What follows belongs to an exercise in optimizing a design on an open flow for small area; a production flow would make more cautious choices. Function was checked by simulation only, so behaviour that the tests miss may differ from the original. Power is estimated from default activity; no workload was simulated.

## flow/design.v (module list and top-level ports; edited modules follow where they fit)
// module dds_demod: 927 lines
// module dds_g_fa: 4 lines
// module dds_g_xor2: 3 lines
// module dds_g_xnor2: 3 lines
// module dds_g_nand2: 3 lines
// module dds_g_nor2: 3 lines
// module dds_g_or2: 3 lines
// module dds_g_and2: 3 lines
// module dds_g_orn2: 3 lines
// module dds_g_a21oi: 3 lines
// module dds_g_o22ai: 3 lines
// module dds_g_o22a: 3 lines
// module dds_g_inv: 3 lines
module dds_demod (
    input  logic               clk,
    input  logic               rst,
    input  logic               en,
    input  logic [3:0]         mode,
    input  logic               sym_start,
    input  logic               sample_valid,
    input  logic signed [11:0] wave,
    input  logic signed [11:0] ref_sin,
    input  logic signed [11:0] ref_cos,
    output logic [1:0]         data_out,
    output logic               data_valid,
    output logic               mode_err
);
  // ...
==> flow/flow/run.sh <==
#!/bin/bash
# Standard layout (standard.sh), with two changes passed to ORFS through its
# environment: the port buffers use a small buffer cell, and clock tree
# synthesis adds no dummy loads.
set -e
export BUFFER_PORTS_ARGS="-buffer_cell sky130_fd_sc_hd__buf_2"
export CTS_ARGS="-sink_clustering_enable -repair_clock_nets -buf_list sky130_fd_sc_hd__clkbuf_8 -dont_use_dummy_load -sink_clustering_size 40 -sink_clustering_max_diameter 120"
bash standard.sh > standard.log 2>&1
==> flow/standard.sh <==
#!/bin/bash
# synth_recipe.tcl (not shown) runs the flow's synth.tcl, then flattens the netlist and writes it again
# the make line also repeats each setting of config.mk as NAME=value (left out here)
make -C /OpenROAD-flow-scripts/flow DESIGN_CONFIG=/design/flow/config.mk WORK_HOME=/design/flow/orfs CLKGATE_MAP_FILE= SYNTH_SCRIPT=/design/flow/synth_recipe.tcl "${@:-finish}"
==> flow/config.mk <==
export PLATFORM = sky130hd
export DESIGN_NAME = dds_demod
export DESIGN_NICKNAME = dds_demod
export VERILOG_FILES = /design/flow/design.v
export SDC_FILE = /design/flow/constraint.sdc
export NUM_CORES = 4
export LEC_CHECK = 0
export CAP_MARGIN = 0
export CORE_MARGIN = 2
export CORE_UTILIZATION = 65
export CTS_BUF_LIST = sky130_fd_sc_hd__clkbuf_8
export GPL_TIMING_DRIVEN = 0
export SLEW_MARGIN = 0
export SYNTH_HIERARCHICAL = 1
export SYNTH_MINIMUM_KEEP_SIZE = 0
==> flow/constraint.sdc <==
create_clock -name core_clock -period 10.0 [get_ports {clk}]
set_input_delay 2.0000 -clock core_clock [delete_from_list [all_inputs] [get_ports {clk}]]
set_output_delay 2.0000 -clock core_clock [all_outputs]
set_load 0.01 [all_outputs]
==> notes.md, run 1 <==
Clk pin slew, worst setup/hold paths around 70 ps; status timing/DRC/antenna clean; Num CTS Buffers 9; inverter count 53; CP startpoint sample_valid; I/O Buffers 48; area grow syn2layout 9.46%; final instance area around 11,000 um2; vias in the first global route around 8,300; NetSw 1.37 mW; remaining antenna violation count 0; chip width approximately 130 um; Area contributors post-synth fa_1, xnor2_1, dfxtp_1, o22ai_1, xor2_1; Top power group combinational logic; syn nets ~1,200; Seq. cell area 1870 um2; Die H between 100 and 150 um; Sw Share 0.463; Flop+latch power 0.605 mW; DRC Markers 0; Setup crit end kind flip-flop; Vias per Instance slightly above 6; GR peak layer met2; Layout clock area frac 0.0112; post-CTS setup buffers 1; ANT cells 0; Initial Util 0.664; Non-clock buffers between 60 and 70; Req. time, crit path between 10,000 and 15,000 ps; Final non-clock buffer share 0.0446; max_cap viols 0; Post-synth EDFFs 13; cells on worst reg2reg path 36
==> run 2, diff against run 1 <==
==> flow/flow/run.sh (replaced) <==
#!/bin/bash
# Standard layout (standard.sh), with two changes passed to ORFS through its
# environment: the port buffers use a small buffer cell, and clock tree
# synthesis adds no dummy loads.
set -e
export BUFFER_PORTS_ARGS="-buffer_cell sky130_fd_sc_hd__buf_2"
export CTS_ARGS="-sink_clustering_enable -repair_clock_nets -root_buf sky130_fd_sc_hd__clkbuf_8 -buf_list sky130_fd_sc_hd__clkbuf_4 -dont_use_dummy_load"
bash standard.sh > standard.log 2>&1
==> run 2 against run 1 <==
Final cell count is the same; worst hold slack is the same; cell area is the same; fmax is the same; setup slack is the same; count of clock-buffer cells in the layout is the same; register-to-register slack is essentially flat; critical endpoint unchanged; flip-flop and latch count is the same; clock skew is the same.
==> notes.md, run 2 <==
count of cell types in the netlist 35; synth warn 7; Clk pin slew, worst setup/hold paths 70 ps (about the same); max_cap viols 0 (unchanged); area occupied by multi-input gates around 8100 um2; syn nets 1,232 (unchanged); largest net degree at the start of global routing 29; core footprint 15,200 um2; vias in the first global route 8,347 (unchanged); Slowest-stage cell, CP fa_1; Syn Inst Count around 1,000; max-slew violation count 0; final worst path period need about 9400 ps; Fin. Hold Viols 0; Worst Path Arrival ~9700 ps; HP Class flip-flop to flip-flop; commonest non-fill, non-tap cells in the layout xnor2_1, fa_1, o22ai_1, xor2_1, nor2_1; Req. time, crit path 10,260 ps (about the same); routed length per instance between 15 and 20 um; Yosys reg bits 85; DIE AREA between 15,000 and 20,000 um2; fill count around 1,200; count leader, synth xnor2_1; Crit Path Category input pin to flip-flop; mapped cell area ~10,000 um2; Die H 129 um (unchanged); share of layout cells above drive strength 1 0.106; dpl hpwl 18,100 um; Rel. slew slack 0.266; DRC Markers 0 (unchanged); fmax approximately 110 MHz; hold_ws about 490 ps; post-synth top area cell fa_1; post-synthesis async set-or-reset flop share 0.0941; chip width 129 um (unchanged); Period Utilization, post-route 0.942; CTS tree yes; syn avg cell area 9.77 um2; Worst Skew ~23 ps; H-tree levels 3; sequential fraction of the synthesis area 0.185; RePlAce Congestion around 0.86; Primary FF master, synth dfxtp_1; Vias per Instance 6.13 (unchanged); Num CTS Buffers 9 (unchanged); GRT Resource Usage Total 0.327; maximum fanout along the worst path 18; first-pass GRT wire length 42,000 um; Post-synth top cells xnor2_1, fa_1, o22ai_1; Area contributors post-synth fa_1, xnor2_1, dfxtp_1, o22ai_1, xor2_1; 1st-pass router iterations 5; Initial Util 0.664 (unchanged); Iter 0 DRT Violations roughly 600; ANT cells 0 (unchanged); # rows 45; Setup violations, final 0; Ports just under 50; Worst-Margin Slew between 1000 and 1500 ps; status timing/DRC/antenna clean; power per cell area ~270 nW/um2; CP max stage delay about 470 ps; Clock Latency Late Sink 380 ps; Seq. cell area 1870 um2 (unchanged); Final #Nets around 1,300; total congestion overflow 0; area grow syn2layout 9.46% (unchanged); initial antenna violation count 0; slack of the critical path 575 ps; Post-synth EDFFs 13 (unchanged); worst ir drop on vdd about 280 uV; CP startpoint kind input pin; Setup WS pre-CTS -1800 ps; Buf/Inv on CP 3; I/O Buffers 48 (unchanged); commonest non-fill, non-tap cell in the layout xnor2_1; cell mode on critical path nor2_1; Clock Tree Buf Depth 2; CTS Hold Buffers Added 0; LEAKAGE ~3.7 nW; Setup crit end kind flip-flop; remaining antenna violation count 0 (unchanged); post-synth top area share 0.301; clk root buf clkbuf_8; final WL 25,100 um; vias ~8,000; Top delay family on crit path simple AND/OR/NAND/NOR gates; Num Clock Sinks 85
[run 2: per-stage QoR]
step | setup TNS (ps) | util | area (um2) | std cells | total power [mW]
after global placement | -17210 | 0.695 | 10600 | 1269 | 2.68
after CTS | 0 | 0.716 | 10900 | 1287 | 2.97
after detailed placement | -23050 | 0.704 | 10700 | 1275 | 2.74
final | 0 | 0.727 | 11000 | 1299 | 2.95
after floorplan | 0 | - | 10100 | 1033 | 2.35
after global routing | -6.24 | 0.727 | 11000 | 1299 | 3.28
[run 2: repair_timing]
action / 4_1_cts / 5_1_grt
hold endpoints to repair: 0 / 0
gates resized for setup: 13 / 9
setup endpoints to repair: 20 / 9
setup buffers: 1 / 8
cloned: 2 / 2
pin swaps: 0 / 1
[run 2: cells by family (layout without fill, tap and decap cells)]
logic type               count (synthesis)  count (layout)  share of synthesized area
adder cells (fa/ha/maj)                154             154                      0.304
multiplexers                             4               4                    0.00434
flip-flops                              85              85                      0.185
buffers and inverters                   51             129                     0.0191
AND/OR/NAND/NOR                        278             278                      0.126
XOR/XNOR                               263             263                      0.228
AO/OA/AOI/OAI                          198             198                      0.133
[run 2: layout make-up]
cell class / instances / share of cell area
Timing Repair Buffer: 65 / 0.0433
Multi-Input combinational cell: 897 / 0.733
Inverter: 49 / 0.0180
Timing Repair inverter: 4 / 0.00227
Buffer: 2 / 0.00136
Sequential cell: 85 / 0.169
Tap cell: 188 / 0.0213
Clock buffer: 9 / 0.0112
[run 2: Yosys stat by module (local to each module, per instance), excerpt]
| module | copies in the design | flip-flops and latches | cell area [um2] | cells |
|---|---|---|---|---|
| dds_g_a21oi | 14 | 0 | 8.76 | 1 |
| dds_g_and2 | 27 | 0 | 6.26 | 1 |
| dds_g_inv | 10 | 0 | 3.75 | 1 |
| dds_g_nand2 | 78 | 0 | 3.75 | 1 |
| dds_g_o22a | 28 | 0 | 8.76 | 1 |
| dds_g_orn2 | 10 | 0 | 6.26 | 1 |
| dds_g_xnor2 | 160 | 0 | 8.76 | 1 |
[run 2: path summary, 6_finish.rpt]
| kind | start | end | slack (ps) | depth (start not counted) |
|---|---|---|---|---|
| worst max-delay path | sample_valid | cq_acc[31] | 580 | 38 |
| worst min-delay path | dec_reg[0] | dout_reg[0] | 490 | 1 |
| worst max register to register | ci_acc[31] | dec_reg[0] | 1580 | 36 |
| worst min register to register | dec_reg[0] | dout_reg[0] | 490 | 1 |
| max in group asynchronous | rst | active_reg | 8370 | 1 |
| min in group asynchronous | rst | done_reg | 1450 | 1 |
[run 2: layer usage]
| metal | track usage | wire length (um) | vias up |
|---|---|---|---|
| met1 | 0.422 | 9830 | 3899 |
| li1 | - | - | 3664 |
| met5 | 0 | 0 | - |
| met2 | 0.548 | 12400 | 334 |
| met4 | 0.121 | 742 | 0 |
| met3 | 0.0719 | 2120 | 63 |
[run 2: worst register-to-register path: cells and delay by family (launching register included)]
kind | cells | cell delay [ps]
muxes | 1 | 230
AOI/OAI and AO/OA | 30 | 6150
buffers and inverters | 2 | 670
adders and majority gates | 1 | 310
xor gates and xnor gates | 1 | 240
DFF | 1 | 480
and+or+nand+nor | 1 | 80
[run 2: where the power goes]
part | internal, mW | leakage, nW | switching [mW]
Clock | 0.0807 | 0.0647 | 0.119
Sequential | 0.508 | 0.757 | 0.0967
Combinational | 0.999 | 2.92 | 1.15
Total | 1.59 | 3.74 | 1.37
==> run 3, diff against run 2 <==
==> flow/flow/run.sh (replaced) <==
#!/bin/bash
# Standard layout (standard.sh), with two changes passed to ORFS through its
# environment: the port buffers use a small buffer cell, and clock tree
# synthesis adds no dummy loads.
set -e
export BUFFER_PORTS_ARGS="-buffer_cell sky130_fd_sc_hd__buf_2"
export CTS_ARGS="-sink_clustering_enable -repair_clock_nets -buf_list sky130_fd_sc_hd__clkbuf_8 -dont_use_dummy_load"
bash standard.sh > standard.log 2>&1
==> run 3 against run 2 <==
Highest routed layer unchanged; critical path depth unchanged; area after synthesis unchanged; clock skew unchanged; largest power group unchanged; clock power about the same; sequential share of layout area unchanged; critical path type unchanged; flip-flop and latch count unchanged; worst hold slack unchanged; combinational power about the same; utilization unchanged.
==> notes.md, run 3 <==
Worst-Margin Slew 1100 ps (unchanged); Clock Tree Buf Depth 2 (unchanged); sequential fraction of the synthesis area 0.185 (unchanged); cell mode on critical path nor2_1; Worst Path Arrival 9680 ps (about the same); LEAKAGE 3.74 nW (unchanged); CP startpoint sample_valid; Post-synth top cells xnor2_1, fa_1, o22ai_1; RePlAce Congestion 0.856 (unchanged); dpl cells 1,275 (unchanged); Clock Latency Late Sink 380 ps (about the same); Final Instance Count excl. Fillers 1,299 (unchanged); hold_ws 487 ps (unchanged); power per cell area 267 nW/um2 (unchanged); dpl hpwl 18,100 um (unchanged); Ports 49 (unchanged); Primary FF master, synth dfxtp_1; Iter 0 DRT Violations 607 (unchanged); CTS tree yes; count leader, synth xnor2_1; H-tree levels 3 (unchanged); DRC Markers 0 (unchanged); commonest non-fill, non-tap cell in the layout xnor2_1; Num CTS Buffers 9 (unchanged); ANT cells 0 (unchanged); syn avg cell area 9.77 um2 (unchanged); 1st-pass router iterations 5 (unchanged); share of layout cells above drive strength 1 0.106 (unchanged); critical hold path startpoint dec_reg[0]; syn nets 1,232 (unchanged); clk root buf clkbuf_8; chip width 129 um (unchanged); count of cell types in the netlist 35 (unchanged); max_cap viols 0 (unchanged); Req. time, crit path 10,260 ps (about the same); post-route setup TNS 0 ps (unchanged); Period Utilization, post-route 0.942 (unchanged); Post-synth EDFFs 13 (unchanged); area grow syn2layout 9.46% (unchanged); core footprint 15,200 um2 (unchanged); Clk pin slew, worst setup/hold paths 70 ps (about the same); Num Clock Sinks 85 (unchanged); Setup violations, final 0 (unchanged); post-synth top area cell fa_1; Crit Path Category input pin to flip-flop; GRT Resource Usage Total 0.327 (unchanged); Vias per Instance 6.13 (unchanged); worst ir drop on vdd 284 uV (unchanged); FF-to-FF Start ci_acc[31]; remaining antenna violation count 0 (unchanged); first-pass GRT wire length 42,000 um (unchanged); commonest non-fill, non-tap cells in the layout xnor2_1, fa_1, o22ai_1, xor2_1, nor2_1; DIE AREA 16,500 um2 (unchanged); cells on worst reg2reg path 36 (unchanged); Syn Inst Count 1,033 (unchanged); post-synth top area share 0.301 (unchanged); Rel. slew slack 0.266 (unchanged); Slowest-stage cell, CP fa_1; HP Class flip-flop to flip-flop; fill count 1,186 (unchanged); CP startpoint kind input pin; total congestion overflow 0 (unchanged); Fin. Hold Viols 0 (unchanged); routed length per instance 19.3 um (unchanged); vias in the first global route 8,347 (unchanged); status timing/DRC/antenna clean; maximum fanout along the worst path 18 (unchanged); Area contributors post-synth fa_1, xnor2_1, dfxtp_1, o22ai_1, xor2_1; final worst path period need 9420 ps (unchanged); Die H 129 um (unchanged); CTS Hold Buffers Added 0 (unchanged); Yosys reg bits 85 (unchanged); Initial Util 0.664 (unchanged); fmax 106 MHz (unchanged); mapped cell area 10,100 um2 (unchanged); final WL 25,100 um (unchanged); # rows 45 (unchanged); max-slew violation count 0 (unchanged); initial antenna violation count 0 (unchanged); Final #Nets 1,312 (unchanged); CP max stage delay 470 ps (about the same); post-synthesis async set-or-reset flop share 0.0941 (unchanged); Setup crit end kind flip-flop; Worst Skew 23.4 ps (unchanged); I/O Buffers 48 (unchanged); synth warn 7 (unchanged); vias 7,960 (unchanged); largest net degree at the start of global routing 29 (unchanged); hold path cells 1 (unchanged)
[run 3: final cells by class]
| cell class | instances | area, um2 | area share |
|---|---|---|---|
| Buffer | 2 | 15.0 | 0.00136 |
| Timing Repair inverter | 4 | 25.0 | 0.00227 |
| Multi-Input combinational cell | 897 | 8100 | 0.733 |
| Tap cell | 188 | 235 | 0.0213 |
| Inverter | 49 | 199 | 0.0180 |
| Clock buffer | 9 | 124 | 0.0112 |
| Timing Repair Buffer | 65 | 478 | 0.0433 |
| Sequential cell | 85 | 1870 | 0.169 |
[run 3: cells by family after synthesis]
logic type	Yosys count	share of synthesized area
simple gates	278	0.126
xor+xnor	263	0.228
compound gates	198	0.133
fa+ha+maj	154	0.304
flops	85	0.185
buf+inv	51	0.0191
mux	4	0.00434
[run 3: per-stage QoR]
stage          power [mW]  instance area, um2   util  setup slack, ps
2_1_floorplan        2.35               10100      -              123
3_3_place_gp         2.68               10600  0.695            -1490
3_5_place_dp         2.74               10700  0.704            -1800
4_1_cts              2.97               10900  0.716             21.8
5_1_grt              3.28               11000  0.727            -6.24
6_report             2.95               11000  0.727              575
[run 3: Yosys stat by module (local to each module, per instance), a selection]
module | cell area [um2] | times used
dds_demod | 2590 | 1
dds_g_xor2 | 8.76 | 96
dds_g_o22a | 8.76 | 28
dds_g_orn2 | 6.26 | 10
dds_g_or2 | 6.26 | 6
dds_g_o22ai | 6.26 | 144
dds_g_nor2 | 3.75 | 94
dds_g_nand2 | 3.75 | 78
[run 3: where the power goes]
group	internal (mW)	total (mW)	switching (mW)
registers	0.508	0.605	0.0967
logic	0.999	2.15	1.15
clock network	0.0807	0.199	0.119
total	1.59	2.95	1.37
[run 3: path summary, 6_finish.rpt]
check / to / slack [ps]
setup / recovery: cq_acc[31] / 580
hold / removal: dout_reg[0] / 490
setup reg to reg: dec_reg[0] / 1580
hold reg to reg: dout_reg[0] / 490
max in group asynchronous: active_reg / 8370
min in group asynchronous: done_reg / 1450
[run 3: worst max-delay path, delay by kind of cell]
kind / cells / cell delay, ps
and+or+nand+nor: 18 / 3360
adders and majority gates: 5 / 2110
AOI/OAI and AO/OA: 9 / 1090
buffers and inverters: 3 / 600
xor gates and xnor gates: 3 / 520
[run 3: timing repair]
item	4_1_cts	5_1_grt
pin swaps	0	1
gates cloned	2	2
setup buffers	1	8
endpoints found under the setup margin	20	9
resized for setup	13	9
[run 3: per-layer routing]
metal | wire (um) | vias up | share of wire | global-route usage
met1 | 9830 | 3899 | 0.39 | 0.422
li1 | - | 3664 | - | -
met3 | 2120 | 63 | 0.084 | 0.0719
met2 | 12400 | 334 | 0.49 | 0.548
met5 | 0 | - | 0 | 0
met4 | 742 | 0 | 0.030 | 0.121

==> static timing again, ports no longer ideal <==
In the flow no input, the clock included, has a driving cell. The finished layouts below were timed again as built, in two steps.
Step 1, drivers: a clkbuf_16 drives clk and a buf_2 each remaining input, both assumed.
Step 2, shift: input delay + t, output delay - t, t = (earliest + latest rising clock arrival at the registers) / 2. This alone moves slack from input paths to output paths.
a / b / c = ideal / step 1 / step 2; a / b = the first two.
| run | t, ns | slack for setup (ns) | latest minus earliest clock arrival (ns) |
|---|---|---|---|
| run 1 | 0.410 | 0.575 / 0.594 / 0.184 | 0.023 / 0.024 |
| run 2 | 0.410 | 0.575 / 0.594 / 0.184 | 0.023 / 0.024 |
| run 3 | 0.410 | 0.575 / 0.594 / 0.184 | 0.023 / 0.024 |
After both steps setup and hold are still met in every run listed.
